Source: an optimization exercise on an open RTL-to-GDS flow (aim: small area, a short achievable clock period and few clock cycles). Production flows keep margins and buffers that such runs may drop. The RTL was checked by simulation tests, not by an equivalence proof against the original design.

==> inputs of run H <==
Design alu_arbiter, start of the top module:
module alu_arbiter #(
  parameter int MUL_LAT = 3
) (
  input  logic        clk,
  input  logic        reset,
  input  logic        i_reqA_valid,
  input  logic        i_reqB_valid,
  output logic        o_reqA_ready,
  output logic        o_reqB_ready,
  input  logic [31:0] i_reqA_op1,
  input  logic [31:0] i_reqA_op2,
  input  logic [31:0] i_reqB_op1,
  input  logic [31:0] i_reqB_op2,
  input  logic [3:0]  i_reqA_sel,
  input  logic [3:0]  i_reqB_sel,
  output logic        o_rsp_valid,
  input  logic        i_rsp_ready,
  output logic        o_rsp_id,
  output logic [31:0] o_rsp_data,
  output logic        o_rsp_zflag,
  output logic        o_busy
);
export LEC_CHECK = 0
export ABC_AREA = 1
export ABC_CLOCK_PERIOD_IN_PS = 4700
export CAP_MARGIN = 20
export CORE_MARGIN = 2
export CORE_UTILIZATION = 40
export SETUP_SLACK_MARGIN = 4.9
export SLEW_MARGIN = 20
create_clock -name core_clock -period 9.5 [get_ports {clk}]
standard.sh (not shown) runs the stock make flow with config.mk's settings and CLKGATE_MAP_FILE= SYNTH_SCRIPT=/design/flow/synth_recipe.tcl, a recipe that flattens the netlist after the stock synthesis.
==> flow/flow/run.sh <==
#!/bin/bash
# Standard ORFS layout with two changes:
#  - after the standard synthesis, polarity.py removes inverters (it picks the
#    polarity of each full adder and XOR gate, both of which can absorb an
#    inversion, and splits half adders whose inputs are both inverted);
#    registers, ports and all other cells are unchanged;
#  - the port buffers are buf_1 cells (the resizer may upsize them) instead
#    of the default delay-buffer cell.
set -euo pipefail
R=orfs/results/${FLOW_PLATFORM}/alu_arbiter/base
bash standard.sh synth > log_synth.txt 2>&1
python3 flow/polarity.py $R/1_2_yosys.v $R/1_2_yosys.pol.v > log_polarity.txt 2>&1
mv $R/1_2_yosys.pol.v $R/1_2_yosys.v
rm -f $R/1_synth.odb $R/1_synth.sdc
bash standard.sh BUFFER_PORTS_ARGS="-buffer_cell sky130_fd_sc_hd__buf_1" finish > log_layout.txt 2>&1
Other scripts of this flow, unchanged in this note and not shown: flow/flow/polarity.py
==> run M: changes against run H <==
--- a/flow/design.v
+++ b/flow/design.v
@@ -27,22 +27,22 @@
   logic [31:0] ax;
   logic [15:0] d_one, d_two, d_neg;
   logic        v1, id1;      
   logic        pick;         
   logic        qa, qb;       
   logic        nv2;          
   logic        nlast_b;      
   logic [31:0] ma;           
-  logic [15:0] bo, bt, bn;   
   logic [31:0] ma_n;         
   logic [15:0] bo_n, bt_n;   
   assign ma = ~ma_n;
   assign bo = ~bo_n;
   assign bt = ~bt_n;
+  logic [15:0] bo, bt, bn;   
   logic        v2, id2;      
   assign cap_b   = v1 ? ~id1 : pick;
   assign cap_v   = cap_b ? i_reqB_valid : i_reqA_valid;
   assign stall        = v2 & ~i_rsp_ready;
   assign o_reqA_ready = qa & i_reqA_valid & ~reset & (i_rsp_ready | nv2) & (~i_reqB_valid | ~nlast_b);
   assign o_reqB_ready = qb & i_reqB_valid & ~reset & (i_rsp_ready | nv2) & (~i_reqA_valid | nlast_b);
   assign accept       = o_reqA_ready | o_reqB_ready;
   assign o_rsp_valid  = v2;
@@ -93,19 +93,19 @@
       if (!stall) nv2 <= ~accept;
       pick <= v1 ? id1 : ~pick;
       if (!stall) v2 <= accept;
     end
   end
   always_ff @(posedge clk) begin
     id1  <= cap_b;
     ma_n <= ~ax;
-    bo_n <= ~d_one[15:0];
-    bt_n <= ~d_two[15:0];
-    bn   <= d_neg[15:0];
+    bo_n <= ~d_one;
+    bt_n <= ~d_two;
+    bn   <= d_neg;
   end
   wire pp0_0 = (bo[0] & ma[0]) ^ bn[0];
   wire pp0_1 = ((bo[0] & ma[1]) | (bt[0] & ma[0])) ^ bn[0];
   wire pp0_2 = ((bo[0] & ma[2]) | (bt[0] & ma[1])) ^ bn[0];
   wire pp0_3 = ((bo[0] & ma[3]) | (bt[0] & ma[2])) ^ bn[0];
   wire pp0_4 = ((bo[0] & ma[4]) | (bt[0] & ma[3])) ^ bn[0];
   wire pp0_5 = ((bo[0] & ma[5]) | (bt[0] & ma[4])) ^ bn[0];
   wire pp0_6 = ((bo[0] & ma[6]) | (bt[0] & ma[5])) ^ bn[0];
SETUP_SLACK_MARGIN = 5.0   (was 4.9)
==> run P: changes against run H <==
--- a/flow/design.v
+++ b/flow/design.v
@@ -27,22 +27,22 @@
   logic [31:0] ax;
   logic [15:0] d_one, d_two, d_neg;
   logic        v1, id1;      
   logic        pick;         
   logic        qa, qb;       
   logic        nv2;          
   logic        nlast_b;      
   logic [31:0] ma;           
-  logic [15:0] bo, bt, bn;   
   logic [31:0] ma_n;         
   logic [15:0] bo_n, bt_n;   
   assign ma = ~ma_n;
   assign bo = ~bo_n;
   assign bt = ~bt_n;
+  logic [15:0] bo, bt, bn;   
   logic        v2, id2;      
   assign cap_b   = v1 ? ~id1 : pick;
   assign cap_v   = cap_b ? i_reqB_valid : i_reqA_valid;
   assign stall        = v2 & ~i_rsp_ready;
   assign o_reqA_ready = qa & i_reqA_valid & ~reset & (i_rsp_ready | nv2) & (~i_reqB_valid | ~nlast_b);
   assign o_reqB_ready = qb & i_reqB_valid & ~reset & (i_rsp_ready | nv2) & (~i_reqA_valid | nlast_b);
   assign accept       = o_reqA_ready | o_reqB_ready;
   assign o_rsp_valid  = v2;
@@ -93,19 +93,19 @@
       if (!stall) nv2 <= ~accept;
       pick <= v1 ? id1 : ~pick;
       if (!stall) v2 <= accept;
     end
   end
   always_ff @(posedge clk) begin
     id1  <= cap_b;
     ma_n <= ~ax;
-    bo_n <= ~d_one[15:0];
-    bt_n <= ~d_two[15:0];
-    bn   <= d_neg[15:0];
+    bo_n <= ~d_one;
+    bt_n <= ~d_two;
+    bn   <= d_neg;
   end
   wire pp0_0 = (bo[0] & ma[0]) ^ bn[0];
   wire pp0_1 = ((bo[0] & ma[1]) | (bt[0] & ma[0])) ^ bn[0];
   wire pp0_2 = ((bo[0] & ma[2]) | (bt[0] & ma[1])) ^ bn[0];
   wire pp0_3 = ((bo[0] & ma[3]) | (bt[0] & ma[2])) ^ bn[0];
   wire pp0_4 = ((bo[0] & ma[4]) | (bt[0] & ma[3])) ^ bn[0];
   wire pp0_5 = ((bo[0] & ma[5]) | (bt[0] & ma[4])) ^ bn[0];
   wire pp0_6 = ((bo[0] & ma[6]) | (bt[0] & ma[5])) ^ bn[0];
CTS_BUF_LIST = sky130_fd_sc_hd__clkbuf_8   (was unset)
SETUP_SLACK_MARGIN = 4.8   (was 4.9)
==> run summary <==
In register-to-register slack, run H and run P hardly differ.
Die area is the same in run H and run M.
In run M the hold slack is better than in run P, by 2.6 ps.
Setup slack: run P < run H < run M.
Testbench counts of run H, summed over its fixed seeds: cycles 2,416.
Testbench counts of run M, summed over its fixed seeds: cycles 2,416.
Testbench counts of run P, summed over its fixed seeds: cycles 2,416.

## port drivers added, routing unchanged
In the flow no input, the clock included, has a driving cell. The finished layouts below were timed again as built, in two steps.
Step 1 assumes that a clkbuf_16 drives the clock port and a buf_2 every other input.
Step 2 times the ports against the registers' clock, not the clock port: input delays grow and output delays shrink by t, the midpoint of the rising clock arrivals with the driver on.
Slacks: ideal ports / drivers / drivers and shift; pairs: ideal ports / drivers.
run	t (ns)	slack for setup (ns)	worst register clock-pin slew, ns
run H	0.502	4.901 / 4.846 / 4.663	0.07 / 0.07
run M	0.512	4.932 / 4.876 / 4.734	0.07 / 0.07
run P	0.566	4.835 / 4.780 / 4.575	0.11 / 0.11
After both steps every run listed still meets setup and hold. The setup slack of run P, which loses most, moves by -0.055 ns with the drivers and by -0.260 ns with both steps.
